Source: an optimization exercise on an open RTL-to-GDS flow (aim: small area). Production flows keep margins and buffers that such runs may drop. Where RTL was checked, it was by simulation tests only, not by an equivalence proof against the original. Only the layout flow was run in run 5; the RTL was not checked for function there. Power is estimated from default activity; no workload was simulated.

`flow/run.sh`:
```
#!/bin/bash
# The standard layout (standard.sh) with two placement/CTS options changed:
# ports are buffered with buf_1 instead of the default cell, and CTS
# clusters sinks into larger groups without inserting dummy loads.
set -eo pipefail
cp standard.sh standard_sh_copy.txt
export BUFFER_PORTS_ARGS="-buffer_cell sky130_fd_sc_hd__buf_1"
export CTS_ARGS="-sink_clustering_enable -repair_clock_nets -dont_use_dummy_load -buf_list sky130_fd_sc_hd__clkbuf_8 -sink_clustering_size 20 -sink_clustering_max_diameter 50"
bash standard.sh > standard.log 2>&1
```
`standard.sh`:
```
#!/bin/bash
# synth_recipe.tcl (not shown) runs the flow's synth.tcl, then flattens the netlist and writes it again
# the make line also repeats each setting of config.mk as NAME=value (left out here)
make -C /OpenROAD-flow-scripts/flow DESIGN_CONFIG=/design/flow/config.mk WORK_HOME=/design/flow/orfs CLKGATE_MAP_FILE= SYNTH_SCRIPT=/design/flow/synth_recipe.tcl "${@:-finish}"
```
`config.mk`:
```
export PLATFORM = sky130hd
export DESIGN_NAME = mipsCore
export DESIGN_NICKNAME = mipsCore
export VERILOG_FILES = /design/flow/design.v
export SDC_FILE = /design/flow/constraint.sdc
export NUM_CORES = 4
export LEC_CHECK = 0
export CAP_MARGIN = 20
export CORE_MARGIN = 2
export CORE_UTILIZATION = 40
export SLEW_MARGIN = 20
```
`constraint.sdc`:
```
create_clock -name core_clock -period 10.0 [get_ports {clock}]
set_input_delay 2.0000 -clock core_clock [delete_from_list [all_inputs] [get_ports {clock}]]
set_output_delay 2.0000 -clock core_clock [all_outputs]
set_load 0.01 [all_outputs]
```
`design.v`:
```
`timescale 1ns/1ps
package isaPkg;
	typedef enum logic [5:0] {
		opSpecial = 6'b000000,
		opJ = 6'b000010,
		opBeq = 6'b000100,
		opBne = 6'b000101,
		opLui = 6'b001111,
		opLw = 6'b100011,
		opLbu = 6'b100100,
		opSb = 6'b101000,
		opSw = 6'b101011
	} opcodeT;
	typedef enum logic [5:0] {
		fnBreak = 6'b001101,
		fnAdd = 6'b100000,
		fnSub = 6'b100010,
		fnAnd = 6'b100100,
		fnXor = 6'b100110
	} functT;
	typedef struct packed {
		opcodeT opcode;
		logic [5-1:0] rs;
		logic [5-1:0] rt;
		logic [5-1:0] rd;
		logic [4:0] shamt;
		functT funct;
	} rFormatT;
	typedef struct packed {
		opcodeT opcode;
		logic [5-1:0] rs;
		logic [5-1:0] rt;
		logic [15:0] imm;
	} iFormatT;
	typedef union packed {
		rFormatT r;
		iFormatT i;
	} instrWord;
endpackage
`timescale 1ns/1ps
package ctrlPkg;
	typedef enum logic [3:0] {
		stReset,
		stFetch,
		stDecode,
		stMemAddr,
		stMemRead,
		stLoadWriteBack,
		stMemWrite,
		stRExec,
		stRWriteBack,
		stOverflow,
		stBranch,
		stJump,
		stLui,
		stHalt
	} ctrlStateT;
	typedef enum logic [2:0] {
		aluAdd = 3'b001,
		aluSub = 3'b010,
		aluAnd = 3'b011,
		aluXor = 3'b110,
		aluLui = 3'b111
	} aluOpT;
	typedef enum logic {srcAPc, srcARegA} srcASelT;
	typedef enum logic [1:0] {srcBRegB, srcBStep, srcBImm, srcBBranch} srcBSelT;
	typedef enum logic [1:0] {pcAluResult, pcAluOut, pcJumpTarget, pcExcVector} pcSrcT;
	typedef enum logic {wbAluOut, wbLoadData} wbSrcT;
	typedef enum logic {accWord, accByte} accessSizeT;
endpackage
`timescale 1ns/1ps
`timescale 1ns/1ps
`timescale 1ns/1ps
`timescale 1ns/1ps
`timescale 1ns/1ps
`timescale 1ns/1ps
module mipsCore (
	input logic clock,
	input logic reset,
	input logic [32-1:0] wbDatR,
	input logic wbAck,
	output logic [32-1:0] wbAdr,
	output logic [32-1:0] wbDatW,
	output logic [3:0] wbSel,
	output logic wbWe,
	output logic wbCyc,
	output logic wbStb,
	output logic halted
);
	typedef enum logic [3:0] {
		sClear, sFetch, sDec, sEx1, sEx2, sLReq, sLWait, sLW2,
		sSExtra, sSReq, sSWait, sSW2, sHalt
	} stateT;
	typedef enum logic [2:0] {
		cNop, cAddSub, cLogic, cLui, cJ, cBr, cLoad, cStore
	} clsT;
	stateT state, nextState;
	clsT cls;
	logic [3:0] ph;
	logic [31:0] ar, ir, irn;  
	assign ir = ~irn;
	logic [1:0] lsv;
	logic z;
	logic [4:0] xa, xb;
	logic sgn, isByte, ovf, eqAcc, cInc, cAdd;
	logic [1:0] rdA, rdB;
	logic [63:0] lowBits;
	logic we, clr;
	logic [4:0] widx;
	logic [1:0] wd;
	assign lowBits[1:0] = 2'b00;
	genvar g;
	generate
		for (g = 1; g < 32; g++) begin : gReg
			logic sel;
			logic [31:0] r;
			assign sel = clr || (we && widx == g);
			assign lowBits[2*g +: 2] = r[1:0];
			always_ff @(posedge clock)
				r <= {sel ? (clr ? 2'b00 : wd) : r[1:0], r[31:2]};
		end
	endgenerate
	assign rdA = lowBits[{xa, 1'b0} +: 2];
	assign rdB = lowBits[{xb, 1'b0} +: 2];
	logic [1:0] ir2, ar2;
	logic [1:0] incOut;
	logic incIn, incCo;
	logic [1:0] ax, ay, sum;
	logic cin, c1, c2;
	logic [1:0] lane;
	logic [3:0] start;
	logic [1:0] nlane;
	assign ir2 = ir[1:0];
	assign ar2 = ar[1:0];
	assign incIn = (ph == 4'd1) || (cInc && ph != 4'd0);
	assign {incCo, incOut} = {1'b0, ar2} + {2'b00, incIn};
	always_comb begin
		ax = rdA;
		ay = rdB;
		cin = (ph == 4'd0) ? 1'b0 : cAdd;
		case (cls)
			cLoad, cStore: ay = (ph < 4'd8) ? ir2 : {2{sgn}};
			cBr: begin
				ax = ar2;
				ay = (ph == 4'd0) ? 2'b00 : (ph <= 4'd8) ? ir2 : {2{sgn}};
			end
			cJ: begin
				ax = (ph >= 4'd14) ? ar2 : 2'b00;
				ay = (ph == 4'd0 || ph >= 4'd14) ? 2'b00 : ir2;
			end
			default: if (ir[1]) begin
				ay = ~rdB;
				if (ph == 4'd0)
					cin = 1'b1;
			end
		endcase
	end
	assign {c1, sum[0]} = ax[0] + ay[0] + cin;
	assign {c2, sum[1]} = ax[1] + ay[1] + c1;
	logic [1:0] irLane;
	assign z = (xb == 5'd0);
	assign irLane = ir[{lsv, 3'b000} +: 2];
	assign lane = (isByte && !z) ? ar[1:0] : 2'b00;
	assign nlane = 2'b00 - lane;
	assign start = {nlane, 2'b00};
	logic irLoad, irSh, arSh, fetchAck;
	logic [1:0] arIn, irIn;
	clsT dCls;
	logic [5:0] op, fn;
	always_comb begin
		op = wbDatR[31:26];
		fn = wbDatR[5:0];
		dCls = cNop;
		case (op)
			6'h00: case (fn)
				6'h20, 6'h22: dCls = cAddSub;
				6'h24, 6'h26: dCls = cLogic;
				default: dCls = cNop;
			endcase
			6'h02: dCls = cJ;
			6'h04, 6'h05: dCls = cBr;
			6'h0F: dCls = cLui;
			6'h23, 6'h24: dCls = cLoad;
			6'h28, 6'h2B: dCls = cStore;
			default: dCls = cNop;
		endcase
	end
	assign fetchAck = (state == sFetch) && wbAck;
	assign widx = (cls == cAddSub || cls == cLogic) ? ir[15:11] : xb;
	always_comb begin
		nextState = state;
		irLoad = 1'b0;
		irSh = 1'b0;
		arSh = 1'b0;
		arIn = incOut;
		irIn = rdB;
		we = 1'b0;
		wd = sum;
		clr = 1'b0;
		case (state)
			sClear: begin
				clr = 1'b1;
				arSh = 1'b1;
				arIn = 2'b00;
				if (ph == 4'd15)
					nextState = sFetch;
			end
			sFetch: if (wbAck) begin
				irLoad = 1'b1;
				if (wbDatR[31:26] == 6'h00 && wbDatR[5:0] == 6'h0D)
					nextState = sHalt;
				else if (ph == 4'd15)
					nextState = sEx1;
				else
					nextState = sDec;
			end
			sDec: if (ph == 4'd15)
				nextState = sEx1;
			sEx1: begin
				arSh = 1'b1;
				case (cls)
					cLogic: begin
						we = 1'b1;
						wd = ir[1] ? (rdA ^ rdB) : (rdA & rdB);
					end
					cLui: begin
						we = 1'b1;
						wd = ph[3] ? ir2 : 2'b00;
						irSh = ph[3];
					end
					cLoad, cStore: begin
						arIn = sum;
						irSh = 1'b1;
						if (z)
							irIn = incOut;
						we = !z;
						wd = incOut;
					end
					default: ;
				endcase
				if (ph == 4'd15)
					case (cls)
						cAddSub, cJ: nextState = sEx2;
						cBr: nextState = ((eqAcc && rdA == rdB) != ir[26]) ? sEx2 : sFetch;
						cLoad: nextState = sLReq;
						cStore: nextState = (isByte && !z && ar[3:2] != 2'b00) ? sSExtra : sSReq;
						default: nextState = sFetch;
					endcase
			end
			sEx2: begin
				if (cls == cBr || cls == cJ) begin
					arSh = 1'b1;
					arIn = sum;
					irSh = (ph != 4'd0);
				end else if (ovf) begin
					arSh = 1'b1;
					arIn = (ph == 4'd3) ? 2'b10 : 2'b00;  
				end else begin
					we = 1'b1;
				end
				if (ph == 4'd15)
					nextState = sFetch;
			end
			sLReq: if (wbAck) begin
				irLoad = !z;
				nextState = (ph == 4'd15) ? sLW2 : sLWait;
			end
			sLWait: if (ph == 4'd15)
				nextState = sLW2;
			sLW2: begin
				irSh = 1'b1;
				we = !z;
				wd = (isByte && ph >= 4'd4) ? 2'b00 : irLane;
				arSh = 1'b1;
				arIn = z ? ir2 : rdB;
				if (ph == 4'd15)
					nextState = sFetch;
			end
			sSExtra: begin
				irSh = 1'b1;
				irIn = ir2;
				if (ph == start - 4'd1)
					nextState = sSReq;
			end
			sSReq: if (wbAck)
				nextState = (ph == 4'd15) ? sSW2 : sSWait;
			sSWait: if (ph == 4'd15)
				nextState = sSW2;
			sSW2: begin
				arSh = 1'b1;
				arIn = z ? ir2 : rdB;
				irSh = 1'b1;
				irIn = ir2;
				we = !z;
				wd = irLane;
				if (ph == 4'd15)
					nextState = sFetch;
			end
			sHalt: ;
			default: nextState = sFetch;
		endcase
	end
	always_ff @(posedge clock) begin
		if (reset) begin
			state <= sClear;
			ph <= 4'd0;
		end else begin
			state <= nextState;
			ph <= ph + 4'd1;
		end
	end
	always_ff @(posedge clock) begin
		if (irLoad)
			irn <= ~wbDatR;
		else if (irSh)
			irn <= {~irIn, irn[31:2]};
		if (arSh)
			ar <= {arIn, ar[31:2]};
		if (state == sSReq || state == sLReq)
			lsv <= lane;
		if (fetchAck) begin
			xa <= wbDatR[25:21];
			xb <= wbDatR[20:16];
			sgn <= wbDatR[15];
			cls <= dCls;
			isByte <= ~wbDatR[27];
		end
		cInc <= incCo;
		cAdd <= c2;
		if (state == sEx1 && ph == 4'd15)
			ovf <= c1 ^ c2;
		eqAcc <= (rdA == rdB) && (eqAcc || ph == 4'd0);
	end
	assign wbAdr = ar;
	assign wbDatW = ~(irn | {32{z}});
	assign wbSel = (isByte && (state == sLReq || state == sSReq)) ? (4'b0001 << ar[1:0]) : 4'b1111;
	assign wbWe = (state == sSReq);
	assign wbCyc = (state == sFetch || state == sLReq || state == sSReq);
	assign wbStb = wbCyc;
	assign halted = (state == sHalt);
endmodule
```
==> results of run 1 <==
cells in the final DEF (no fill, tap or decap), types with 4 or more instances in the layout:
cell type	n
inv_1	13
and3_1	6
nor3b_1	6
buf_4	8
o21ai_0	54
xnor2_1	8
mux2_2	15
nand4_1	4
clkbuf_8	73
nor2_1	64
ha_1	7
mux4_2	24
a221oi_1	4
a221o_1	4
a22oi_1	8
dfxtp_1	1003
nor3_1	23
and2_1	7
a21oi_1	16
buf_1	106
nand2_1	160
nand3_1	11
nand3b_1	5
mux2i_1	84
nor2b_1	13
edfxtp_1	82
where the power goes:
part | total, mW | internal, mW | switching (mW)
combinational | 0.0290 | 0.00993 | 0.0190
clock | 1.85 | 0.659 | 1.19
sequential | 4.37 | 4.37 | 0.00200
total | 6.24 | 5.04 | 1.21
worst max-delay path, cell delays in order (launching register included):
cell	delay, ns
dfxtp_1	0.85
xnor2_1	0.31
nor3_1	0.44
o21ai_0	0.17
buf_1	0.16
cells by family (layout without fill, tap and decap cells):
kind of cell | Yosys count | count (layout)
AOI/OAI and AO/OA | 128 | 128
xor gates and xnor gates | 11 | 11
adders and majority gates | 9 | 9
buffers and inverters | 71 | 201
DFF | 1085 | 1085
muxes | 123 | 123
other | 0 | 2
and+or+nand+nor | 319 | 319
how the worst max path moves through the flow:
stage | cells past startpoint | from | endpoint | slack (ns)
final | 4 | state[2] | wbSel[1] | 5.39
after global routing | 4 | state[2] | wbSel[1] | 5.12
after CTS | 4 | state[2] | wbSel[1] | 5.34
after detailed placement | 10 | xa[0] | gReg[29].r[31] | 5.69
after global placement | 11 | xa[0] | ar[31] | 5.70
after floorplan | 5 | wbAck | irn[0] | 5.70
through the flow:
step                      instances  hold slack (ns)  power [mW]  instance area (sq um)  utilization
after floorplan                1746            0.310        4.48                  26900            -
after global placement         2675            0.310        4.50                  28200        0.422
after detailed placement       2675            0.312        4.50                  28200        0.422
after CTS                      2748            0.249        6.33                  29200        0.437
after global routing           2749            0.252        6.49                  29200        0.437
final                          2751            0.253        6.24                  29200        0.437
flip-flops by register name, summed over array words and instances (netlist names):
register and cells:
xa 5, gReg.r 992, isByte 1, ph 4
state 4, sgn 1, cAdd 1, eqAcc 1
ar 32, xb 5, cInc 1, ovf 1
lsv 2, irn 32, cls 3
layer usage:
layer / wire length [microns] / GRT usage
met3: 2030 / 0.0295
met2: 20500 / 0.204
met4: 920 / 0.0402
met5: 0 / 0
met1: 22700 / 0.188
final cells by class:
cell class | instances | area share
Antenna cell | 2 | 0.000171
Inverter | 13 | 0.00167
Timing Repair Buffer | 115 | 0.0158
Tap cell | 873 | 0.0374
Sequential cell | 1085 | 0.771
Clock buffer | 73 | 0.0344
Multi-Input combinational cell | 590 | 0.139
==> impl_metrics.ini, run 1 <==
[run_status]
status = complete, no violations

[worst_setup_path]
rrSetupSlack_ns = 5.78
startpoint_type = register
arrival_ns = 2.61
worst-path-max-fanout = 23
cp.required_ns = 8.00
rr_endpoint = gReg[2].r[31]
r2r_cells = 13
end_kind = output port
r2r_start = xb[0]
criticalPathCategory = reg -> out

[floorplanning]
die_w_microns = 263
initial_core_util = 0.402
ioPinCount = 107
die_h_microns = 263
core-area_sq_mm = 0.0668
dieArea_sq_mm = 0.0693
rows = 95

[cts]
cts_tree = yes
clk_latency_ns = 0.68
cts.sinks = 1085
cts_resized = 0
path_clk_slew_ns = 0.10
cts_inserted_buffers = 73
cts_setup_buffers = 0
root_buffer = clkbuf_8
ctsHoldBuffers = 0
cts_buffer_depth = 3
htree_levels = 3

[job]
max_cap_viol_count = 0

[logic_synthesis]
synthAdderAreaFrac = 0.00475
syn_area_per_cell_sq_um = 15.4
synth_edf_count = 82
synth-xor-area-share = 0.00359
syn-num-nets = 1790
yosysWarnings = 1
ys_top_cells_by_count = dfxtp_1, nand2_1, mux2i_1
synth_mux_area_frac = 0.0577
ys_types = 63
ys.flop_type = dfxtp_1
yosysMostFrequentCell = dfxtp_1
netlist_top_cells_area = dfxtp_1, edfxtp_1, mux2i_1
synthCells = 1746
synthSimpleGateAreaFrac = 0.0531
synth_compound_area_frac = 0.0303
syn_area_sq_mm = 0.0269
postSynth.asyncResetShare = 0
synth_top_cell_by_area = dfxtp_1
ys_seq_area_frac = 0.839
synth_top_family_by_area = multiplexers
ys_seq_elements = 1085
synth_top_area_share = 0.747

[final_layout]
fin_nets = 1922
fillCellCount = 5962
register_area_sq_mm = 0.0225
multiInputGateArea_sq_mm = 0.00407
syn_to_final_growth_pct = 8.74
final_layout_size_suffix_gt1_frac = 0.0709

[min_path]
hold_path.class = reg -> reg
hp-start = gReg[20].r[5]
hold_end = gReg[20].r[3]
min_path_cells = 0

[global_route]
grt_usage = 0.133
grt_max_degree = 65
antenna_found_initial = 0
grt_first_pass_wirelength_microns = 70200
grt_overflow = 0
first_global_vias = 11966

[drt]
drc = 0
ant_nets = 0
via_count = 12371
vias_per_cell = 4.50
drtIter0Drc = 1008
wire_per_inst_microns = 16.8
drt_wl_total_microns = 46100
dr.pass1.iters = 7

[sta]
slew_viol_final = 0
max_slew_margin = 0.275
layout_setup_ws_ns = 5.39
finClkSkew_ns = 0.0793
finalSetupTns_ns = 0
period_share = 0.461
post-route-min-period_ns = 4.61
fmax_mhz = 217
rsz0062_at_grt = false
worst_pin_slew_ns = 1.08
setup_violations = 0
hold_violations = 0

[power_and_ir_drop]
p_per_area_mw_per_mm2 = 214
p_leak_nw = 11.4
vdd_ir_drop_max_v = 0.000101

[placed_design]
port_buffers = 106
dp_slack_ns = 5.69
dp_hpwl_microns = 30700
place_congestion = 0.866
==> run 2: changes to the inputs <==
--- a/flow/run.sh
+++ b/flow/run.sh
@@ -6,4 +6,4 @@
 cp standard.sh standard_sh_copy.txt
 export BUFFER_PORTS_ARGS="-buffer_cell sky130_fd_sc_hd__buf_1"
-export CTS_ARGS="-sink_clustering_enable -repair_clock_nets -dont_use_dummy_load -buf_list sky130_fd_sc_hd__clkbuf_8 -sink_clustering_size 20 -sink_clustering_max_diameter 50"
+export CTS_ARGS="-sink_clustering_enable -repair_clock_nets -dont_use_dummy_load -buf_list sky130_fd_sc_hd__clkbuf_4 -sink_clustering_size 10 -sink_clustering_max_diameter 40"
 bash standard.sh > standard.log 2>&1
==> run 2 against run 1 <==
Largest cell class unchanged. Clock-buffer cell count increased by 64. Highest routed layer unchanged. Die area unchanged. Wire length rose by 0.96%. Critical path type unchanged.
==> impl_metrics.ini, run 2 <==
[run_status]
status = complete, no violations

[logic_synthesis]
syn-num-nets = 1790
synth_compound_area_frac = 0.0303
ys_seq_area_frac = 0.839
synth_mux_area_frac = 0.0577
synthCells = 1746
ys_top_cells_by_count = dfxtp_1, nand2_1, mux2i_1
postSynth.asyncResetShare = 0
syn_area_sq_mm = 0.0269
yosysWarnings = 1
synthSimpleGateAreaFrac = 0.0531
synth_top_family_by_area = multiplexers
synth_edf_count = 82
netlist_top_cells_area = dfxtp_1, edfxtp_1, mux2i_1
syn_area_per_cell_sq_um = 15.4
ys_types = 63
yosysMostFrequentCell = dfxtp_1
synth-xor-area-share = 0.00359
ys.flop_type = dfxtp_1
synthAdderAreaFrac = 0.00475
synth_top_cell_by_area = dfxtp_1
ys_seq_elements = 1085
synth_top_area_share = 0.747

[drt]
drt_wl_total_microns = 46600
via_count = 12768
dr.pass1.iters = 5
drc = 0
ant_nets = 0
drtIter0Drc = 1014
vias_per_cell = 4.52
wire_per_inst_microns = 16.5

[final_layout]
syn_to_final_growth_pct = 8.89
fin_cells = 2822
fin_nets = 1986
fillCellCount = 6018
layout_commonest_cell = dfxtp_1
largest-register = gReg.r
reg.largest.list = gReg.r: 992 flops, ar: 32 flops, irn: 32 flops
largest_reg_flops = 992
utilization = 0.438
final_layout_size_suffix_gt1_frac = 0.102
final_cell_mix = dfxtp_1, nand2_1, clkbuf_4

[cts]
cts.sinks = 1085
cts_setup_buffers = 0
htree_levels = 4
cts_buffer_depth = 3
path_clk_slew_ns = 0.09
cts_tree = yes
root_buffer = clkbuf_4
ctsHoldBuffers = 0
cts_resized = 0
cts_inserted_buffers = 137
clk_latency_ns = 0.95

[worst_setup_path]
max_stage_delay_ns = 0.85
arrival_ns = 2.85
cpMaxStageDelayCell = dfxtp_1
criticalPathCategory = reg -> out
worst-path-max-fanout = 23
path_cells = xnor2_1 -> nor3_1 -> o21ai_0 -> buf_1
crit_buf_inv = 1
cp.required_ns = 8.00
startpoint_type = register
end_kind = output port
path_delay_family = flip-flops

[power_and_ir_drop]
sw_frac_of_total = 0.197
total_power_mw = 6.24
combinationalPowerShare = 0.005
p_int_mw = 5.01
vdd_ir_drop_max_v = 0.0000998
p_leak_nw = 11.5
switchingPower_mw = 1.23
p_per_area_mw_per_mm2 = 213
seq_power_share = 0.700
clockPowerShare = 0.295

[floorplanning]
dieArea_sq_mm = 0.0693
die_w_microns = 263
initial_core_util = 0.402
die_h_microns = 263
ioPinCount = 107
core-area_sq_mm = 0.0668
rows = 95

[sta]
hold_violations = 0
setup_violations = 0
worst_pin_slew_ns = 1.11
period_share = 0.485
post-route-min-period_ns = 4.85
max_slew_margin = 0.252
fmax_mhz = 206
rsz0062_at_grt = false
finalSetupTns_ns = 0
finClkSkew_ns = 0.117
slew_viol_final = 0

[placed_design]
port_buffers = 106
placed_cells = 2675
place_congestion = 0.866
dp_hpwl_microns = 30700

[global_route]
grt_max_degree = 65
antenna_found_initial = 2
grt_overflow = 0
grt_first_pass_wirelength_microns = 71900
grt_usage = 0.137
first_global_vias = 12629

[min_path]
hold_path.class = reg -> reg

[job]
max_cap_viol_count = 0
run 2: cell counts after synthesis:
Identical to the previous run, type by type.
run 2: worst register-to-register path, delay by kind of cell, from the launching register on:
kind                       cells  cell delay [ns]
adders and majority gates      2             1.06
AOI/OAI and AO/OA              5             0.93
buffers and inverters          2             0.77
muxes                          2             0.57
DFF                            1             0.32
and+or+nand+nor                1             0.25
xor gates and xnor gates       1             0.22
run 2: kinds of logic (layout without fill, tap and decap cells):
kind of cell               Yosys count  count (layout)
other                                0               9
muxes                              123             123
and+or+nand+nor                    319             319
DFF                               1085            1085
buffers and inverters               71             265
xor gates and xnor gates            11              11
adders and majority gates            9               9
AOI/OAI and AO/OA                  128             128
run 2: cell type report:
type	count	area [sq um]	area share
well taps	873	1090	0.0373
diodes	9	22.5	0.000770
inverters	13	48.8	0.00167
multi-input cells	590	4070	0.139
flip-flops and latches	1085	22500	0.770
clock buffers	137	1030	0.0351
repair buffers	115	463	0.0158
run 2: final timing paths:
check,cells past startpoint,slack (ns),endpoint,startpoint
worst min register to register,0,0.27,gReg[20].r[3],gReg[20].r[5]
worst max-delay path,4,5.15,wbSel[1],state[2]
worst max register to register,13,5.79,gReg[29].r[31],xb[0]
worst min-delay path,0,0.27,gReg[20].r[3],gReg[20].r[5]
run 2: power groups by stage:
stage / clock network (mW) / registers (mW) / logic [mW]
final: 1.84 / 4.37 / 0.0290
after CTS: 1.95 / 4.37 / 0.0289
after detailed placement: 0 / 4.47 / 0.0287
after floorplan: 0 / 4.47 / 0.0147
after global placement: 0 / 4.47 / 0.0283
after global routing: 2.14 / 4.37 / 0.0317
run 2: routing by layer:
metal / wire length (microns) / global-route usage / up-vias / share of wire
met4: 1170 / 0.0579 / 0 / 0.025
met3: 2250 / 0.0366 / 103 / 0.048
met1: 22400 / 0.186 / 6133 / 0.48
met5: 0 / 0 / - / 0
met2: 20700 / 0.207 / 334 / 0.45
li1: - / - / 6198 / -
run 2: per-stage QoR:
step | hold slack (ns) | setup slack (ns) | area (sq um)
2_1_floorplan | 0.310 | 5.70 | 26900
3_3_place_gp | 0.310 | 5.70 | 28200
3_5_place_dp | 0.312 | 5.69 | 28200
4_1_cts | 0.263 | 5.03 | 29200
5_1_grt | 0.260 | 4.85 | 29300
6_report | 0.271 | 5.15 | 29300
==> run 3: changes to the inputs <==
--- a/flow/run.sh
+++ b/flow/run.sh
@@ -6,4 +6,4 @@
 cp standard.sh standard_sh_copy.txt
 export BUFFER_PORTS_ARGS="-buffer_cell sky130_fd_sc_hd__buf_1"
-export CTS_ARGS="-sink_clustering_enable -repair_clock_nets -dont_use_dummy_load -buf_list sky130_fd_sc_hd__clkbuf_4 -sink_clustering_size 10 -sink_clustering_max_diameter 40"
+export CTS_ARGS="-sink_clustering_enable -repair_clock_nets -dont_use_dummy_load -buf_list sky130_fd_sc_hd__clkbuf_4 -sink_clustering_size 12 -sink_clustering_max_diameter 30"
 bash standard.sh > standard.log 2>&1
==> run 3 against run 2 <==
Still clean. Clock-buffer cell count up 8. First-iteration DRC count down 8.8%. Synthesized cell count unchanged. Die area unchanged. Non-clock buffer count unchanged. Via count down 0.20%. Hold slack worse by 0.024 ns. Clock skew down 0.021 ns. Power up 0.79%. Register-to-register slack worse by 0.05 ns. Cell count up 0.28%. Worst setup slack better by 0.012 ns. Critical endpoint is now wbDatW[14]. Highest routed layer unchanged.
==> impl_metrics.ini, run 3 <==
[sta]
rsz0062_at_grt = false
layout_setup_ws_ns = 5.16
max_slew_margin = 0.257
worst_pin_slew_ns = 1.11
fmax_mhz = 207
slew_viol_final = 0
hold_violations = 0
fin_hold_ws_ns = 0.247
setup_violations = 0
finalSetupTns_ns = 0
finClkSkew_ns = 0.0958
post-route-min-period_ns = 4.84
period_share = 0.484

[min_path]
hold_end = gReg[13].r[10]
hold_path.class = reg -> reg
hp-start = gReg[13].r[12]
min_path_cells = 0

[cts]
cts.sinks = 1085
root_buffer = clkbuf_4
cts_buffer_depth = 3
cts_tree = yes
cts_inserted_buffers = 145
cts_setup_buffers = 0
htree_levels = 4
ctsHoldBuffers = 0
cts_resized = 0
path_clk_slew_ns = 0.11
clk_latency_ns = 0.97

[global_route]
grt_overflow = 0
antenna_found_initial = 2
first_global_vias = 12610
grt_max_degree = 65
grt_usage = 0.137
grt_first_pass_wirelength_microns = 71700

[final_layout]
largest_reg_flops = 992
layout_commonest_cell = dfxtp_1
final_cell_mix = dfxtp_1, nand2_1, clkbuf_4
utilization = 0.439
fillCellCount = 6000
fin_nets = 1994
syn_to_final_growth_pct = 9.12
reg.largest.list = gReg.r: 992 flops, ar: 32 flops, irn: 32 flops
largest-register = gReg.r
final_layout_size_suffix_gt1_frac = 0.105

[logic_synthesis]
yosysWarnings = 1
synth_top_area_share = 0.747
ys_top_cells_by_count = dfxtp_1, nand2_1, mux2i_1
syn-num-nets = 1790
ys_seq_area_frac = 0.839
syn_area_sq_mm = 0.0269
netlist_top_cells_area = dfxtp_1, edfxtp_1, mux2i_1
yosysMostFrequentCell = dfxtp_1
postSynth.asyncResetShare = 0
ys.flop_type = dfxtp_1
ys_seq_elements = 1085
synth_edf_count = 82
synth_top_cell_by_area = dfxtp_1
ys_types = 63
syn_area_per_cell_sq_um = 15.4
synthCells = 1746

[drt]
drc = 0
via_count = 12743
ant_nets = 0
drt_wl_total_microns = 46800
vias_per_cell = 4.50
drtIter0Drc = 925
wire_per_inst_microns = 16.5
dr.pass1.iters = 10

[worst_setup_path]
criticalPathCategory = reg -> out
path_cells = nor2_1 -> and2_1 -> buf_4 -> nor2_1 -> buf_1
crit_buf_inv = 2
startpoint = xb[1]
end_kind = output port
cpMaxStageDelayCell = edfxtp_1
r2r_start = xb[0]
r2r_cells = 13
cp.required_ns = 8.00
worst-path-max-fanout = 40
startpoint_type = register
rrSetupSlack_ns = 5.74
max_stage_delay_ns = 0.62
arrival_ns = 2.84
path_delay_family = simple AND/OR/NAND/NOR gates
cpMostUsedCell = nor2_1
rr_endpoint = gReg[23].r[31]

[power_and_ir_drop]
p_leak_nw = 11.6
combinationalPowerShare = 0.005
p_per_area_mw_per_mm2 = 214
sw_frac_of_total = 0.198
p_int_mw = 5.04
switchingPower_mw = 1.25
seq_power_share = 0.695
clockPowerShare = 0.301
total_power_mw = 6.29
vdd_ir_drop_max_v = 0.0000913

[floorplanning]
initial_core_util = 0.402
rows = 95
core-area_sq_mm = 0.0668
dieArea_sq_mm = 0.0693
die_w_microns = 263
ioPinCount = 107
die_h_microns = 263

[job]
max_cap_viol_count = 0

[placed_design]
dp_hpwl_microns = 30700
dp_slack_ns = 5.69
place_congestion = 0.866
port_buffers = 106

[run_status]
status = complete, no violations
## run 3: cell counts after synthesis
No cell type changed its count.
## run 3: per-stage QoR
stage                     cells  instance area [sq um]
after floorplan            1746                  26900
final                      2830                  29300
after global placement     2675                  28200
after detailed placement   2675                  28200
after CTS                  2820                  29300
after global routing       2828                  29300
## run 3: logic make-up after synthesis
group,count (synthesis),synth area share
DFF,1085,0.839
and+or+nand+nor,319,0.0531
AOI/OAI and AO/OA,128,0.0303
muxes,123,0.0577
buffers and inverters,71,0.0118
xor gates and xnor gates,11,0.00359
adders and majority gates,9,0.00475
## run 3: power by group through the flow
stage	combinational (mW)	clock, mW	sequential, mW
2_1_floorplan	0.0147	0	4.47
3_3_place_gp	0.0283	0	4.47
3_5_place_dp	0.0287	0	4.47
4_1_cts	0.0290	1.99	4.37
5_1_grt	0.0318	2.18	4.37
6_report	0.0290	1.89	4.37
## run 3: cell type report
class	instances	area (sq um)	area share
diodes	9	22.5	0.000768
repair buffers	115	463	0.0158
clock buffers	145	1090	0.0371
inverters	13	48.8	0.00166
flip-flops and latches	1085	22500	0.769
well taps	873	1090	0.0373
multi-input cells	590	4070	0.139
## run 3: how the worst max path moves through the flow
stage,end,slack [ns],depth (start not counted)
after floorplan,irn[0],5.70,5
after global placement,ar[31],5.70,11
after detailed placement,gReg[29].r[31],5.69,10
after CTS,wbDatW[14],5.08,5
after global routing,wbSel[1],4.90,4
final,wbDatW[14],5.16,5
## run 3: worst reg2reg max path: stages (launching register included)
cell      delay, ns
edfxtp_1       0.32
buf_4          0.39
mux2_2         0.41
a222oi_1       0.35
a221o_1        0.22
nand3_1        0.24
xnor2_1        0.21
o21ai_0        0.11
fa_1           0.46
fa_1           0.60
o22ai_1        0.12
o21ai_2        0.13
buf_4          0.39
mux2i_1        0.15
## run 3: layer usage
layer | vias up | track usage | share of wire
li1 | 6219 | - | -
met1 | 6073 | 0.186 | 0.48
met5 | - | 0 | 0
met3 | 92 | 0.0359 | 0.054
met4 | 0 | 0.0619 | 0.024
met2 | 359 | 0.205 | 0.44
==> run 4: changes to the inputs <==
--- a/flow/run.sh
+++ b/flow/run.sh
@@ -6,4 +6,4 @@
 cp standard.sh standard_sh_copy.txt
 export BUFFER_PORTS_ARGS="-buffer_cell sky130_fd_sc_hd__buf_1"
-export CTS_ARGS="-sink_clustering_enable -repair_clock_nets -dont_use_dummy_load -buf_list sky130_fd_sc_hd__clkbuf_4 -sink_clustering_size 12 -sink_clustering_max_diameter 30"
+export CTS_ARGS="-sink_clustering_enable -repair_clock_nets -dont_use_dummy_load -buf_list sky130_fd_sc_hd__clkbuf_4 -sink_clustering_size 11 -sink_clustering_max_diameter 40"
 bash standard.sh > standard.log 2>&1
==> run 4 against run 3 <==
Worst setup slack better by 0.067 ns. Sequential share of layout area is 0.54 points higher. Sequential power hardly changed. Via count is 0.13% lower. Highest routed layer unchanged. Cell area is 0.70% lower. Die area stayed put. Clock-buffer cell count is 26 lower. Sequential cell count stayed put. Cell count is 1.1% lower.
==> impl_metrics.ini, run 4 <==
[run_status]
status = complete, no violations

[cts]
cts.sinks = 1085
cts_tree = yes
root_buffer = clkbuf_4
ctsHoldBuffers = 0
cts_inserted_buffers = 119
htree_levels = 3
clk_latency_ns = 0.88
path_clk_slew_ns = 0.11
cts_buffer_depth = 3
cts_resized = 0
cts_setup_buffers = 0

[drt]
via_count = 12727
wire_per_inst_microns = 16.7
dr.pass1.iters = 5
ant_nets = 0
drc = 0
drtIter0Drc = 968
vias_per_cell = 4.55
drt_wl_total_microns = 46700

[floorplanning]
initial_core_util = 0.402
die_h_microns = 263
ioPinCount = 107
dieArea_sq_mm = 0.0693
rows = 95
die_w_microns = 263
core-area_sq_mm = 0.0668

[final_layout]
final_cell_mix = dfxtp_1, nand2_1, clkbuf_4
reg.largest.list = gReg.r: 992 flops, ar: 32 flops, irn: 32 flops
largest-register = gReg.r
final_layout_size_suffix_gt1_frac = 0.0931
largest_reg_flops = 992
syn_to_final_growth_pct = 8.35
layout_commonest_cell = dfxtp_1
fin_nets = 1968
fin_cells = 2800
fillCellCount = 6017

[logic_synthesis]
synthCells = 1746
ys_types = 63
yosysWarnings = 1
syn_area_per_cell_sq_um = 15.4
yosysMostFrequentCell = dfxtp_1
syn_area_sq_mm = 0.0269
postSynth.asyncResetShare = 0
ys_seq_area_frac = 0.839
synth_top_cell_by_area = dfxtp_1
synth_edf_count = 82
syn-num-nets = 1790
netlist_top_cells_area = dfxtp_1, edfxtp_1, mux2i_1
ys.flop_type = dfxtp_1
ys_seq_elements = 1085
synth_top_area_share = 0.747
ys_top_cells_by_count = dfxtp_1, nand2_1, mux2i_1

[worst_setup_path]
cpMaxStageDelayCell = dfxtp_1
rr_endpoint = gReg[2].r[31]
crit_end = wbSel[1]
worst-path-max-fanout = 23
crit_buf_inv = 1
criticalPathCategory = reg -> out
path_cells = xnor2_1 -> nor3_1 -> o21ai_0 -> buf_1
rrSetupSlack_ns = 5.78
startpoint = state[2]
path_delay_family = flip-flops
arrival_ns = 2.77
end_kind = output port
startpoint_type = register
path_depth = 4
r2r_cells = 13
r2r_start = xb[0]
max_stage_delay_ns = 0.84
cp.required_ns = 8.00

[global_route]
use_met1 = 0.186
met2_usage = 0.207
grt_busiest_layer = met2
grt_first_pass_wirelength_microns = 71400
grt_overflow = 0
first_global_vias = 12425
grt_use_met3 = 0.0310
antenna_found_initial = 1
grt_max_degree = 65
grt_usage = 0.134

[sta]
setup_violations = 0
period_share = 0.477
rsz0062_at_grt = false
post-route-min-period_ns = 4.77
hold_violations = 0
worst_pin_slew_ns = 1.13
finalSetupTns_ns = 0
layout_setup_ws_ns = 5.23
finClkSkew_ns = 0.141
fmax_mhz = 210
slew_viol_final = 0
max_slew_margin = 0.242

[placed_design]
placed_cells = 2675
dp_slack_ns = 5.69
place_congestion = 0.866
port_buffers = 106
dp_hpwl_microns = 30700

[power_and_ir_drop]
p_per_area_mw_per_mm2 = 210
vdd_ir_drop_max_v = 0.0000882
total_power_mw = 6.13
p_leak_nw = 11.4

[min_path]
hold_path.class = reg -> reg

[job]
max_cap_viol_count = 0
[run 4: worst reg2reg max path, cell delays in order (launching register included)]
cell,delay [ns]
edfxtp_1,0.32
buf_4,0.39
mux2_2,0.41
a222oi_1,0.35
a221o_1,0.22
nand3_1,0.26
xnor2_1,0.22
o21ai_0,0.12
fa_1,0.46
fa_1,0.60
o22ai_1,0.12
o21ai_2,0.12
buf_4,0.40
mux2i_1,0.13
[run 4: report_power, final]
group	switching [mW]	internal, mW	total (mW)
registers	0.00206	4.37	4.37
logic	0.0190	0.00993	0.0290
clock network	1.19	0.544	1.73
total	1.21	4.92	6.13
[run 4: cells by family (layout without fill, tap and decap cells)]
| group | Yosys count | after routing | synth area share |
|---|---|---|---|
| DFF | 1085 | 1085 | 0.839 |
| and+or+nand+nor | 319 | 319 | 0.0531 |
| AOI/OAI and AO/OA | 128 | 128 | 0.0303 |
| muxes | 123 | 123 | 0.0577 |
| buffers and inverters | 71 | 247 | 0.0118 |
| xor gates and xnor gates | 11 | 11 | 0.00359 |
| adders and majority gates | 9 | 9 | 0.00475 |
| other | 0 | 5 | 0 |
[run 4: stage by stage]
step / util / instance area [sq um] / hold slack, ns
floorplan: - / 26900 / 0.310
global placement: 0.422 / 28200 / 0.310
detailed placement: 0.422 / 28200 / 0.312
CTS: 0.436 / 29100 / 0.248
global route: 0.436 / 29100 / 0.230
finish: 0.436 / 29100 / 0.259
[run 4: how the worst min path moves through the flow]
stage | slack [ns] | end | startpoint | cells past startpoint
2_1_floorplan | 0.31 | gReg[10].r[0] | gReg[10].r[2] | 0
3_3_place_gp | 0.31 | gReg[20].r[18] | gReg[20].r[20] | 0
3_5_place_dp | 0.31 | gReg[6].r[27] | gReg[6].r[29] | 0
5_1_grt | 0.23 | gReg[5].r[12] | gReg[5].r[14] | 0
4_1_cts | 0.25 | gReg[5].r[12] | gReg[5].r[14] | 0
6_report | 0.26 | gReg[5].r[12] | gReg[5].r[14] | 0
[run 4: area by class of cell]
| cell class | count | area, sq um | share of cell area |
|---|---|---|---|
| well taps | 873 | 1090 | 0.0375 |
| inverters | 13 | 48.8 | 0.00168 |
| repair buffers | 115 | 463 | 0.0159 |
| flip-flops and latches | 1085 | 22500 | 0.774 |
| diodes | 5 | 12.5 | 0.000430 |
| multi-input cells | 590 | 4070 | 0.140 |
| clock buffers | 119 | 893 | 0.0307 |
[run 4: per-layer routing]
layer,vias up,wire length (microns)
met4,0,1010
met1,6145,22400
li1,6160,-
met3,83,2360
met2,339,20900
met5,-,0
==> run 5: changes to the inputs <==
--- a/design.v
+++ b/design.v
@@ -106,5 +106,5 @@
 	logic [1:0] rdA, rdB;
 	logic [63:0] lowBits;
-	logic we, clr;
+	logic we;
 	logic [4:0] widx;
 	logic [1:0] wd;
@@ -115,8 +115,8 @@
 			logic sel;
 			logic [31:0] r;
-			assign sel = clr || (we && widx == g);
+			assign sel = we && widx == g;
 			assign lowBits[2*g +: 2] = r[1:0];
 			always_ff @(posedge clock)
-				r <= {sel ? (clr ? 2'b00 : wd) : r[1:0], r[31:2]};
+				r <= {sel ? wd : r[1:0], r[31:2]};
 		end
 	endgenerate
@@ -187,5 +187,5 @@
 	end
 	assign fetchAck = (state == sFetch) && wbAck;
-	assign widx = (cls == cAddSub || cls == cLogic) ? ir[15:11] : xb;
+	assign widx = ((cls == cAddSub || cls == cLogic) && state != sClear) ? ir[15:11] : xb;
 	always_comb begin
 		nextState = state;
@@ -197,11 +197,11 @@
 		we = 1'b0;
 		wd = sum;
-		clr = 1'b0;
 		case (state)
 			sClear: begin
-				clr = 1'b1;
+				we = 1'b1;
+				wd = 2'b00;
 				arSh = 1'b1;
 				arIn = 2'b00;
-				if (ph == 4'd15)
+				if (ph == 4'd15 && xb == 5'd31)
 					nextState = sFetch;
 			end
@@ -319,7 +319,12 @@
 		if (state == sSReq || state == sLReq)
 			lsv <= lane;
+		if (reset)
+			xb <= 5'd0;
+		else if (fetchAck)
+			xb <= wbDatR[20:16];
+		else if (state == sClear && ph == 4'd15)
+			xb <= xb + 5'd1;
 		if (fetchAck) begin
 			xa <= wbDatR[25:21];
-			xb <= wbDatR[20:16];
 			sgn <= wbDatR[15];
 			cls <= dCls;
==> run 5 against run 4 <==
Non-clock buffer count is 3 higher. Utilization increased by 0.18 points. Power grew 24%. Critical path type unchanged. Largest cell class unchanged. Largest power group unchanged.
==> impl_metrics.ini, run 5 <==
[run_status]
status = complete, no violations

[final_layout]
largest-register = gReg.r
final_area_sq_mm = 0.0294
fin_nets = 1938
fillCellCount = 6000
reg.largest.list = gReg.r: 992 flops, ar: 32 flops, irn: 32 flops
syn_to_final_growth_pct = 8.31
largest_reg_flops = 992
layout_commonest_cell = dfxtp_1
final_cell_mix = dfxtp_1, clkbuf_4, buf_1
final_layout_size_suffix_gt1_frac = 0.132

[global_route]
antenna_found_initial = 4
grt_max_degree = 66
first_global_vias = 12456
grt_overflow = 0
grt_first_pass_wirelength_microns = 71700
grt_usage = 0.134

[logic_synthesis]
syn_area_sq_mm = 0.0272
ys_types = 70
synth_top_area_share = 0.742
syn-num-nets = 1765
synth_edf_count = 77
synth_top_cell_by_area = dfxtp_1
ys_seq_elements = 1085
ys_seq_area_frac = 0.827
netlist_top_cells_area = dfxtp_1, edfxtp_1, mux4_2
yosysMostFrequentCell = dfxtp_1
syn_area_per_cell_sq_um = 15.8
postSynth.asyncResetShare = 0
yosysWarnings = 1
ys.flop_type = dfxtp_1
ys_top_cells_by_count = dfxtp_1, edfxtp_1, nor2_1
synthCells = 1718

[sta]
fmax_mhz = 202
period_share = 0.496
max_slew_margin = 0.320
rsz0062_at_grt = false
setup_violations = 0
worst_pin_slew_ns = 0.992
post-route-min-period_ns = 4.96
finClkSkew_ns = 0.117
finalSetupTns_ns = 0
hold_violations = 0
slew_viol_final = 0

[placed_design]
place_area_sq_mm = 0.0285
port_buffers = 106
dp_hpwl_microns = 30600
place_congestion = 0.852

[drt]
dr.pass1.iters = 5
vias_per_cell = 4.58
via_count = 12688
drtIter0Drc = 855
drc = 0
wire_per_inst_microns = 16.8
ant_nets = 0
drt_wl_total_microns = 46500

[power_and_ir_drop]
vdd_ir_drop_max_v = 0.000108
p_per_area_mw_per_mm2 = 258
p_leak_nw = 11.3

[worst_setup_path]
worst-path-max-fanout = 20
cp.required_ns = 8.00
arrival_ns = 2.96
startpoint_type = register
r2r_cells = 12
criticalPathCategory = reg -> out
end_kind = output port

[floorplanning]
die_w_microns = 265
initial_core_util = 0.404
dieArea_sq_mm = 0.0701
die_h_microns = 265
ioPinCount = 107
rows = 95
core-area_sq_mm = 0.0673

[min_path]
min_path_cells = 0
hold_path.class = reg -> reg

[cts]
cts_resized = 0
cts_buffer_depth = 3
clk_latency_ns = 0.92
htree_levels = 3
root_buffer = clkbuf_4
cts_setup_buffers = 0
cts_tree = yes
ctsHoldBuffers = 0
cts.sinks = 1085
path_clk_slew_ns = 0.10
cts_inserted_buffers = 120

[job]
max_cap_viol_count = 0
==> run 5: cell count changes after synthesis, sizes merged, moves of 11 or more <==
cell    change
clkbuf     +11
nor4       +15
mux2i      -60
nand2     -104
mux2       +51
or4        +22
==> run 5: power breakdown <==
group          total [mW]  switching (mW)  internal (mW)  leakage (nW)
Sequential           4.92           0.184           4.74          8.86
Clock                1.74            1.19          0.549         0.552
Combinational       0.932           0.638          0.293          1.89
Total                7.59            2.01           5.58          11.3
==> run 5: area by class of cell <==
type | count | area, sq um | share of cell area
antenna | 6 | 15.0 | 0.000510
clock buffer | 120 | 901 | 0.0306
inverter | 17 | 63.8 | 0.00217
multi-input combinational | 549 | 4390 | 0.149
sequential | 1085 | 22500 | 0.764
tap | 873 | 1090 | 0.0371
timing repair buffer | 118 | 492 | 0.0167
==> run 5: final timing paths <==
check / slack [ns] / endpoint / start
setup / recovery: 5.04 / wbSel[2] / state[0]
hold / removal: 0.25 / gReg[25].r[29] / gReg[25].r[31]
setup reg to reg: 5.47 / ar[31] / xa[1]
hold reg to reg: 0.25 / gReg[25].r[29] / gReg[25].r[31]
==> run 5: worst max-delay path, cell delays in order, from the launching register on <==
cell      delay (ns)
dfxtp_1         0.82
nand2b_1        0.33
nor3_1          0.55
o21ai_0         0.25
buf_1           0.18
==> run 5: per-stage QoR <==
stage | instances | worst slack [ns] | util | power (mW) | hold slack [ns]
after floorplan | 1718 | 5.90 | - | 5.55 | 0.310
after global placement | 2641 | 5.49 | 0.424 | 5.92 | 0.310
after detailed placement | 2642 | 5.30 | 0.424 | 5.95 | 0.312
after CTS | 2762 | 4.69 | 0.437 | 7.69 | 0.248
after global routing | 2766 | 4.72 | 0.438 | 7.99 | 0.245
final | 2768 | 5.04 | 0.438 | 7.59 | 0.250
==> run 5: per-layer routing <==
metal	global-route usage	wire length, microns	up-vias
met5	0	0	-
met4	0.0496	1250	0
met3	0.0331	2060	92
met2	0.198	19900	338
met1	0.190	23300	6036
li1	-	-	6222
==> run 5: logic make-up (layout without fill, tap and decap cells) <==
family	count (synthesis)	after routing	share of synthesized area
flip-flops	1085	1085	0.827
other	0	6	0
AO/OA/AOI/OAI	157	157	0.0397
buffers and inverters	84	255	0.0128
AND/OR/NAND/NOR	256	256	0.0516
XOR/XNOR	8	8	0.00285
multiplexers	116	116	0.0598
adder cells (fa/ha/maj)	12	12	0.00607
==> run 6: changes to the inputs <==
--- a/design.v
+++ b/design.v
@@ -100,11 +100,10 @@
 	logic [31:0] ar, ir, irn;  
 	assign ir = ~irn;
-	logic [1:0] lsv;
 	logic z;
 	logic [4:0] xa, xb;
-	logic sgn, isByte, ovf, eqAcc, cInc, cAdd;
+	logic sgn, isByte, flag, cInc, cAdd;
 	logic [1:0] rdA, rdB;
 	logic [63:0] lowBits;
-	logic we;
+	logic we, clr;
 	logic [4:0] widx;
 	logic [1:0] wd;
@@ -115,8 +114,8 @@
 			logic sel;
 			logic [31:0] r;
-			assign sel = we && widx == g;
+			assign sel = clr || (we && widx == g);
 			assign lowBits[2*g +: 2] = r[1:0];
 			always_ff @(posedge clock)
-				r <= {sel ? wd : r[1:0], r[31:2]};
+				r <= {sel ? (clr ? 2'b00 : wd) : r[1:0], r[31:2]};
 		end
 	endgenerate
@@ -160,5 +159,5 @@
 	logic [1:0] irLane;
 	assign z = (xb == 5'd0);
-	assign irLane = ir[{lsv, 3'b000} +: 2];
+	assign irLane = ir[{xa[1:0], 3'b000} +: 2];
 	assign lane = (isByte && !z) ? ar[1:0] : 2'b00;
 	assign nlane = 2'b00 - lane;
@@ -187,5 +186,5 @@
 	end
 	assign fetchAck = (state == sFetch) && wbAck;
-	assign widx = ((cls == cAddSub || cls == cLogic) && state != sClear) ? ir[15:11] : xb;
+	assign widx = (cls == cAddSub || cls == cLogic) ? ir[15:11] : xb;
 	always_comb begin
 		nextState = state;
@@ -197,11 +196,11 @@
 		we = 1'b0;
 		wd = sum;
+		clr = 1'b0;
 		case (state)
 			sClear: begin
-				we = 1'b1;
-				wd = 2'b00;
+				clr = 1'b1;
 				arSh = 1'b1;
 				arIn = 2'b00;
-				if (ph == 4'd15 && xb == 5'd31)
+				if (ph == 4'd15)
 					nextState = sFetch;
 			end
@@ -242,5 +241,5 @@
 					case (cls)
 						cAddSub, cJ: nextState = sEx2;
-						cBr: nextState = ((eqAcc && rdA == rdB) != ir[26]) ? sEx2 : sFetch;
+						cBr: nextState = ((flag && rdA == rdB) != ir[26]) ? sEx2 : sFetch;
 						cLoad: nextState = sLReq;
 						cStore: nextState = (isByte && !z && ar[3:2] != 2'b00) ? sSExtra : sSReq;
@@ -253,5 +252,5 @@
 					arIn = sum;
 					irSh = (ph != 4'd0);
-				end else if (ovf) begin
+				end else if (flag) begin
 					arSh = 1'b1;
 					arIn = (ph == 4'd3) ? 2'b10 : 2'b00;  
@@ -318,13 +317,8 @@
 			ar <= {arIn, ar[31:2]};
 		if (state == sSReq || state == sLReq)
-			lsv <= lane;
-		if (reset)
-			xb <= 5'd0;
-		else if (fetchAck)
-			xb <= wbDatR[20:16];
-		else if (state == sClear && ph == 4'd15)
-			xb <= xb + 5'd1;
+			xa[1:0] <= lane;
 		if (fetchAck) begin
 			xa <= wbDatR[25:21];
+			xb <= wbDatR[20:16];
 			sgn <= wbDatR[15];
 			cls <= dCls;
@@ -333,7 +327,8 @@
 		cInc <= incCo;
 		cAdd <= c2;
-		if (state == sEx1 && ph == 4'd15)
-			ovf <= c1 ^ c2;
-		eqAcc <= (rdA == rdB) && (eqAcc || ph == 4'd0);
+		if (cls == cBr)
+			flag <= (rdA == rdB) && (flag || ph == 4'd0);
+		else if (state == sEx1 && ph == 4'd15)
+			flag <= c1 ^ c2;
 	end
 	assign wbAdr = ar;
==> run 6 against run 5 <==
Clock skew increased by 0.032 ns. Clock power about the same. Via count about the same. Largest power group unchanged. Area after synthesis decreased by 1.4%. Worst setup slack improved by 0.084 ns. Register-to-register slack improved by 0.07 ns. First-iteration DRC count increased by 1.2%.
==> impl_metrics.ini, run 6 <==
[run_status]
status = complete, no violations

[cts]
clk_latency_ns = 0.95
ctsHoldBuffers = 0
cts_buffer_depth = 3
cts.sinks = 1082
cts_setup_buffers = 0
htree_levels = 3
cts_resized = 0
cts_tree = yes
path_clk_slew_ns = 0.11
cts_inserted_buffers = 120
root_buffer = clkbuf_4

[sta]
max_slew_margin = 0.294
post-route-min-period_ns = 4.88
period_share = 0.488
layout_setup_ws_ns = 5.12
rsz0062_at_grt = false
finalSetupTns_ns = 0
hold_violations = 0
slew_viol_final = 0
fin_hold_ws_ns = 0.193
worst_pin_slew_ns = 1.06
setup_violations = 0
finClkSkew_ns = 0.148
fmax_mhz = 205

[logic_synthesis]
netlist_top_cells_area = dfxtp_1, edfxtp_1, mux2i_1
postSynth.asyncResetShare = 0
ys.flop_type = dfxtp_1
ys_seq_area_frac = 0.838
synth_edf_count = 80
ys_top_cells_by_count = dfxtp_1, nand2_1, nor2_1
synth_top_area_share = 0.748
syn_area_per_cell_sq_um = 15.4
yosysMostFrequentCell = dfxtp_1
syn_area_sq_mm = 0.0268
ys_seq_elements = 1082
ys_types = 71
yosysWarnings = 1
synthCells = 1737
syn-num-nets = 1781
synth_top_cell_by_area = dfxtp_1

[drt]
drtIter0Drc = 865
drt_wl_total_microns = 47600
via_count = 12676
wire_per_inst_microns = 17.0
vias_per_cell = 4.54
ant_nets = 0
drc = 0
dr.pass1.iters = 6

[global_route]
grt_first_pass_wirelength_microns = 72800
antenna_found_initial = 5
first_global_vias = 12465
grt_overflow = 0
grt_max_degree = 66
grt_usage = 0.139

[floorplanning]
rows = 94
core-area_sq_mm = 0.0661
ioPinCount = 107
die_w_microns = 263
die_h_microns = 263
dieArea_sq_mm = 0.0691
initial_core_util = 0.405

[worst_setup_path]
worst-path-max-fanout = 36
crit_buf_inv = 2
path_delay_family = flip-flops
end_kind = output port
criticalPathCategory = reg -> out
max_stage_delay_ns = 0.68
startpoint_type = register
arrival_ns = 2.88
cpMaxStageDelayCell = edfxtp_1
path_cells = nor2_1 -> and2_1 -> buf_4 -> nor2_1 -> buf_1
cp.required_ns = 8.00
cpMostUsedCell = nor2_1

[placed_design]
place_congestion = 0.863
dp_hpwl_microns = 31800
port_buffers = 106
dp_slack_ns = 5.64
placed_cells = 2666
place_area_sq_mm = 0.0281

[final_layout]
final_layout_size_suffix_gt1_frac = 0.0941
layout_commonest_cell = dfxtp_1
reg.largest.list = gReg.r: 992 flops, ar: 32 flops, irn: 32 flops
final_area_sq_mm = 0.0291
largest-register = gReg.r
utilization = 0.440
syn_to_final_growth_pct = 8.53
final_cell_mix = dfxtp_1, nand2_1, clkbuf_4
fin_cells = 2793
fin_nets = 1969
largest_reg_flops = 992

[min_path]
hold_path.class = reg -> reg

[power_and_ir_drop]
vdd_ir_drop_max_v = 0.000113
p_per_area_mw_per_mm2 = 243
total_power_mw = 7.07
p_leak_nw = 11.0

[job]
max_cap_viol_count = 0
-- run 6: changes by cell type after synthesis, moves of 20 or more --
cell	change
nand2_1	+80
nor2_1	+33
clkbuf_1	-20
o21ai_0	-22
o21ai_1	+31
mux2i_1	+58
mux2_2	-43
-- run 6: worst paths after layout --
check                                    from        endpoint  slack, ns  cells past startpoint
worst max-delay path                    xb[1]       wbDatW[4]       5.12                      5
worst min-delay path            gReg[9].r[10]    gReg[9].r[8]       0.19                      0
worst max register to register          xb[0]  gReg[29].r[31]       5.54                     13
worst min register to register  gReg[9].r[10]    gReg[9].r[8]       0.19                      0
-- run 6: cells by family after synthesis --
| kind of cell | after synthesis | synth area share |
|---|---|---|
| AO/OA/AOI/OAI | 137 | 0.0344 |
| XOR/XNOR | 10 | 0.00355 |
| adder cells (fa/ha/maj) | 9 | 0.00476 |
| buffers and inverters | 69 | 0.0111 |
| flip-flops | 1082 | 0.838 |
| multiplexers | 118 | 0.0567 |
| AND/OR/NAND/NOR | 312 | 0.0515 |
-- run 6: final cells by class --
| cell class | count | area (sq um) |
|---|---|---|
| Antenna cell | 6 | 15.0 |
| Clock buffer | 120 | 901 |
| Fill cell | 5947 | 37000 |
| Inverter | 18 | 67.6 |
| Multi-Input combinational cell | 586 | 4060 |
| Sequential cell | 1082 | 22500 |
| Tap cell | 864 | 1080 |
| Timing Repair Buffer | 117 | 500 |
-- run 6: routing by layer --
layer	vias up	global-route usage	wire [microns]
met5	-	0	13
met4	2	0.0670	1720
met3	124	0.0424	3250
met2	408	0.203	19900
met1	5975	0.189	22700
li1	6167	-	-
-- run 6: power breakdown --
group | leakage [nW] | switching [mW] | internal [mW]
registers | 8.84 | 0.138 | 4.55
clock network | 0.552 | 1.19 | 0.548
logic | 1.58 | 0.451 | 0.190
==> run 7: changes to the inputs <==
--- a/config.mk
+++ b/config.mk
@@ -9,3 +9,4 @@
 export CORE_MARGIN = 2
 export CORE_UTILIZATION = 40
+export PLACE_DENSITY = 0.8
 export SLEW_MARGIN = 20
==> run 7 against run 6 <==
Utilization down 0.087 points. Fmax up 2.5%. Synthesized cell count unchanged. First-iteration DRC count up 12%. Hold slack better by 0.078 ns. Critical endpoint is now wbDatW[31]. Non-clock buffer count down 2. Clock-buffer cell count down 3. Wire length up 2.4%. Power down 0.43%. Critical path type unchanged.
==> impl_metrics.ini, run 7 <==
[run_status]
status = complete, no violations

[sta]
hold_violations = 0
setup_violations = 0
worst_pin_slew_ns = 1.11
fin_hold_ws_ns = 0.271
slew_viol_final = 0
finClkSkew_ns = 0.119
period_share = 0.476
fmax_mhz = 210
finalSetupTns_ns = 0
rsz0062_at_grt = false
max_slew_margin = 0.255
post-route-min-period_ns = 4.76

[global_route]
grt_overflow = 0
grt_first_pass_wirelength_microns = 74300
met2_usage = 0.229
grt_busiest_layer = met2
first_global_vias = 12834
grt_max_degree = 66
use_met1 = 0.189
antenna_found_initial = 2
grt_use_met3 = 0.0331
grt_usage = 0.141

[final_layout]
final_area_sq_mm = 0.0290
final_cell_mix = dfxtp_1, nand2_1, clkbuf_4
layout_commonest_cell = dfxtp_1
final_layout_size_suffix_gt1_frac = 0.0918
fin_cells = 2785
syn_to_final_growth_pct = 8.32
reg.largest.list = gReg.r: 992 flops, ar: 32 flops, irn: 32 flops
fillCellCount = 5776
fin_nets = 1964
largest-register = gReg.r
largest_reg_flops = 992

[drt]
dr.pass1.iters = 7
ant_nets = 0
drc = 0
vias_per_cell = 4.58
via_count = 12756
drt_wl_total_microns = 48700
wire_per_inst_microns = 17.5
drtIter0Drc = 967

[worst_setup_path]
criticalPathCategory = reg -> out
worst-path-max-fanout = 36
end_kind = output port
arrival_ns = 2.76
startpoint_type = register
r2r_cells = 12
startpoint = xb[1]
cp.required_ns = 8.00
crit_end = wbDatW[31]
rrSetupSlack_ns = 5.47
rr_endpoint = gReg[21].r[31]
r2r_start = xb[1]

[power_and_ir_drop]
p_leak_nw = 10.9
vdd_ir_drop_max_v = 0.000119
p_per_area_mw_per_mm2 = 242

[logic_synthesis]
syn-num-nets = 1781
yosysMostFrequentCell = dfxtp_1
ys_top_cells_by_count = dfxtp_1, nand2_1, nor2_1
ys_seq_area_frac = 0.838
syn_area_per_cell_sq_um = 15.4
ys_seq_elements = 1082
synth_top_cell_by_area = dfxtp_1
synth_top_area_share = 0.748
yosysWarnings = 1
synthCells = 1737
ys_types = 71
synth_edf_count = 80
postSynth.asyncResetShare = 0
ys.flop_type = dfxtp_1
netlist_top_cells_area = dfxtp_1, edfxtp_1, mux2i_1
syn_area_sq_mm = 0.0268

[placed_design]
placed_cells = 2664
place_congestion = 0.842
place_area_sq_mm = 0.0281
port_buffers = 106
dp_hpwl_microns = 33600

[floorplanning]
ioPinCount = 107
die_w_microns = 263
rows = 94
core-area_sq_mm = 0.0661
die_h_microns = 263
initial_core_util = 0.405
dieArea_sq_mm = 0.0691

[cts]
cts_resized = 0
cts_tree = yes
htree_levels = 3
ctsHoldBuffers = 0
clk_latency_ns = 0.89
root_buffer = clkbuf_4
cts_buffer_depth = 3
cts.sinks = 1082
cts_setup_buffers = 0
cts_inserted_buffers = 117
path_clk_slew_ns = 0.10

[job]
max_cap_viol_count = 0

[min_path]
hold_path.class = reg -> reg
## run 7: critical path, stage by stage, from the launching register on
cell      delay [ns]
edfxtp_1        0.72
nor2_1          0.39
and2_1          0.18
buf_4           0.38
nor2_1          0.12
buf_1           0.15
## run 7: logic make-up (layout without fill, tap and decap cells)
group | count (synthesis) | in the layout | synth area share
compound gates | 137 | 137 | 0.0344
xor+xnor | 10 | 10 | 0.00355
fa+ha+maj | 9 | 9 | 0.00476
buf+inv | 69 | 250 | 0.0111
flops | 1082 | 1082 | 0.838
mux | 118 | 118 | 0.0567
other cells | 0 | 3 | 0
simple gates | 312 | 312 | 0.0515
## run 7: through the flow
step	util	worst slack (ns)	power (mW)
floorplan	-	5.99	5.15
global placement	0.426	5.26	5.41
detailed placement	0.426	5.10	5.43
CTS	0.439	5.15	7.10
global route	0.439	5.01	7.35
finish	0.439	5.24	7.04
## run 7: worst min-delay path by stage
stage | from | endpoint | cells after the start
final | gReg[12].r[22] | gReg[12].r[20] | 0
after global routing | gReg[12].r[22] | gReg[12].r[20] | 0
after CTS | gReg[12].r[22] | gReg[12].r[20] | 0
after detailed placement | gReg[10].r[13] | gReg[10].r[11] | 0
after global placement | gReg[21].r[18] | gReg[21].r[16] | 0
after floorplan | gReg[10].r[2] | gReg[10].r[0] | 0
## run 7: cell type report
class | instances | area [sq um] | share of cell area
timing repair buffer | 115 | 473 | 0.0163
multi-input combinational | 586 | 4060 | 0.140
sequential | 1082 | 22500 | 0.774
antenna | 3 | 7.51 | 0.000259
clock buffer | 117 | 878 | 0.0303
tap | 864 | 1080 | 0.0372
inverter | 18 | 67.6 | 0.00233
## run 7: metal layers
layer | routed length [microns] | vias to the layer above
met5 | 0 | -
met4 | 848 | 0
met1 | 22500 | 6118
met2 | 22600 | 415
met3 | 2720 | 74
li1 | - | 6149
## run 7: where the power goes
| part | total, mW | switching (mW) | internal [mW] | leakage [nW] |
|---|---|---|---|---|
| registers | 4.69 | 0.142 | 4.55 | 8.84 |
| logic | 0.640 | 0.453 | 0.187 | 1.57 |
| clock network | 1.70 | 1.17 | 0.536 | 0.538 |
==> run 8: changes to the inputs <==
--- a/flow/run.sh
+++ b/flow/run.sh
@@ -6,4 +6,4 @@
 cp standard.sh standard_sh_copy.txt
 export BUFFER_PORTS_ARGS="-buffer_cell sky130_fd_sc_hd__buf_1"
-export CTS_ARGS="-sink_clustering_enable -repair_clock_nets -dont_use_dummy_load -buf_list sky130_fd_sc_hd__clkbuf_4 -sink_clustering_size 11 -sink_clustering_max_diameter 40"
+export CTS_ARGS="-sink_clustering_enable -repair_clock_nets -dont_use_dummy_load -buf_list sky130_fd_sc_hd__clkbuf_4 -root_buf sky130_fd_sc_hd__clkbuf_16 -tree_buf sky130_fd_sc_hd__clkbuf_16 -sink_clustering_size 12 -sink_clustering_max_diameter 40"
 bash standard.sh > standard.log 2>&1
--- a/config.mk
+++ b/config.mk
@@ -9,4 +9,3 @@
 export CORE_MARGIN = 2
 export CORE_UTILIZATION = 40
-export PLACE_DENSITY = 0.8
 export SLEW_MARGIN = 20
==> run 8 against run 7 <==
Global-route usage down 0.25 points. Sequential cell count unchanged. Critical path depth stayed put. Cell count stayed put. Clock skew fell by 0.047 ns. Clock power is 8% higher. Register-to-register slack gained 0.12 ns. Via count down 1.2%. Utilization grew 0.26 points. Non-clock buffer count grew 2. Combinational power about the same. Critical path type unchanged. Critical endpoint is now wbDatW[4]. Largest power group unchanged.
==> impl_metrics.ini, run 8 <==
[power_and_ir_drop]
sw_frac_of_total = 0.247
combinationalPowerShare = 0.089
vdd_ir_drop_max_v = 0.000113
switchingPower_mw = 1.77
total_power_mw = 7.17
p_leak_nw = 11.0
p_per_area_mw_per_mm2 = 245
clockPowerShare = 0.257
p_int_mw = 5.40
seq_power_share = 0.654

[worst_setup_path]
crit_end = wbDatW[4]
arrival_ns = 2.56
cpMaxStageDelayCell = edfxtp_1
worst-path-max-fanout = 36
cp.required_ns = 8.00
path_cells = nor2_1 -> and2_1 -> buf_4 -> nor2_1 -> buf_1
startpoint = xb[1]
rr_endpoint = gReg[21].r[31]
rrSetupSlack_ns = 5.59
max_stage_delay_ns = 0.69
r2r_start = xb[0]
end_kind = output port
path_depth = 5
criticalPathCategory = reg -> out
startpoint_type = register
r2r_cells = 13
path_delay_family = flip-flops
crit_buf_inv = 2
cpMostUsedCell = nor2_1

[final_layout]
fin_cells = 2785
syn_to_final_growth_pct = 8.95
utilization = 0.442
reg.largest.list = gReg.r: 992 flops, ar: 32 flops, irn: 32 flops
final_cell_mix = dfxtp_1, nand2_1, clkbuf_4, buf_1, nor2_1
final_layout_size_suffix_gt1_frac = 0.0918
layout_commonest_cell = dfxtp_1
largest-register = gReg.r
largest_reg_flops = 992
fin_nets = 1964

[placed_design]
port_buffers = 106
dp_slack_ns = 5.64
place_congestion = 0.863
placed_cells = 2666
dp_hpwl_microns = 31800

[floorplanning]
rows = 94
dieArea_sq_mm = 0.0691
die_w_microns = 263
ioPinCount = 107
initial_core_util = 0.405
core-area_sq_mm = 0.0661
die_h_microns = 263

[drt]
via_count = 12605
drt_wl_total_microns = 47300
dr.pass1.iters = 5
wire_per_inst_microns = 17.0
vias_per_cell = 4.53
drtIter0Drc = 760
drc = 0
ant_nets = 0

[sta]
hold_violations = 0
max_slew_margin = 0.278
setup_violations = 0
fmax_mhz = 219
rsz0062_at_grt = false
period_share = 0.456
post-route-min-period_ns = 4.56
layout_setup_ws_ns = 5.44
finClkSkew_ns = 0.0724
finalSetupTns_ns = 0
worst_pin_slew_ns = 1.08
slew_viol_final = 0

[cts]
cts_resized = 0
cts_tree = yes
cts_inserted_buffers = 115
path_clk_slew_ns = 0.11
cts_buffer_depth = 3
clk_latency_ns = 0.61
ctsHoldBuffers = 0
cts.sinks = 1082
htree_levels = 3
cts_setup_buffers = 0
root_buffer = clkbuf_16

[logic_synthesis]
ys.flop_type = dfxtp_1
ys_seq_elements = 1082
yosysWarnings = 1
synthCells = 1737
syn_area_per_cell_sq_um = 15.4
synth_top_cell_by_area = dfxtp_1
synth_top_area_share = 0.748
netlist_top_cells_area = dfxtp_1, edfxtp_1, mux2i_1
synth_edf_count = 80
ys_top_cells_by_count = dfxtp_1, nand2_1, nor2_1
postSynth.asyncResetShare = 0
ys_types = 71
ys_seq_area_frac = 0.838
yosysMostFrequentCell = dfxtp_1
syn_area_sq_mm = 0.0268
syn-num-nets = 1781

[global_route]
grt_first_pass_wirelength_microns = 72400
first_global_vias = 12462
grt_max_degree = 66
antenna_found_initial = 2
grt_usage = 0.138
grt_overflow = 0

[job]
max_cap_viol_count = 0

[min_path]
hold_path.class = reg -> reg

[run_status]
status = complete, no violations
-- run 8: worst reg2reg max path: cells and delay by family, from the launching register on --
kind | cells | cell delay [ns]
adders and majority gates | 2 | 1.00
DFF | 1 | 0.34
xor gates and xnor gates | 1 | 0.19
buffers and inverters | 2 | 0.76
muxes | 3 | 0.94
AOI/OAI and AO/OA | 5 | 0.98
-- run 8: power groups by stage --
stage	Combinational, mW	Sequential (mW)	Clock [mW]
6_report	0.638	4.69	1.84
5_1_grt	0.698	4.71	2.12
4_1_cts	0.639	4.69	1.94
3_5_place_dp	0.638	4.79	0
3_3_place_gp	0.628	4.79	0
2_1_floorplan	0.403	4.74	0
-- run 8: how the worst min path moves through the flow --
stage / from / endpoint / cells past startpoint
2_1_floorplan: gReg[10].r[2] / gReg[10].r[0] / 0
3_3_place_gp: gReg[21].r[19] / gReg[21].r[17] / 0
3_5_place_dp: gReg[24].r[8] / gReg[24].r[6] / 0
4_1_cts: gReg[28].r[23] / gReg[28].r[21] / 0
5_1_grt: gReg[9].r[10] / gReg[9].r[8] / 0
6_report: gReg[28].r[23] / gReg[28].r[21] / 0
-- run 8: area by class of cell --
cell class	instances	area [sq um]
antenna	3	7.51
clock buffer	115	1020
fill	5925	36900
inverter	18	67.6
multi-input combinational	586	4060
sequential	1082	22500
tap	864	1080
timing repair buffer	117	500
-- run 8: logic make-up after synthesis --
logic type,Yosys count,share of synthesized area
DFF,1082,0.838
adders and majority gates,9,0.00476
buffers and inverters,69,0.0111
and+or+nand+nor,312,0.0515
xor gates and xnor gates,10,0.00355
AOI/OAI and AO/OA,137,0.0344
muxes,118,0.0567
-- run 8: through the flow --
stage / area, sq um / hold WS [ns]
after floorplan: 26800 / 0.310
after global placement: 28100 / 0.309
after detailed placement: 28100 / 0.312
after CTS: 29200 / 0.252
after global routing: 29200 / 0.249
final: 29200 / 0.252
-- run 8: routing by layer --
layer  GRT usage  routed length [microns]  up-vias
li1            -                        -     6138
met1       0.188                    22500     5964
met2       0.202                    19800      384
met3      0.0402                     3180      119
met4      0.0701                     1770        0
met5           0                        0        -

Setup slack of run 8, layout unchanged: 5.441 ns with ideal ports, 5.381 ns with driving cells assumed (clock clkbuf_16, inputs buf_2), 5.587 ns with port delays also shifted by the 0.629 ns mid clock arrival.
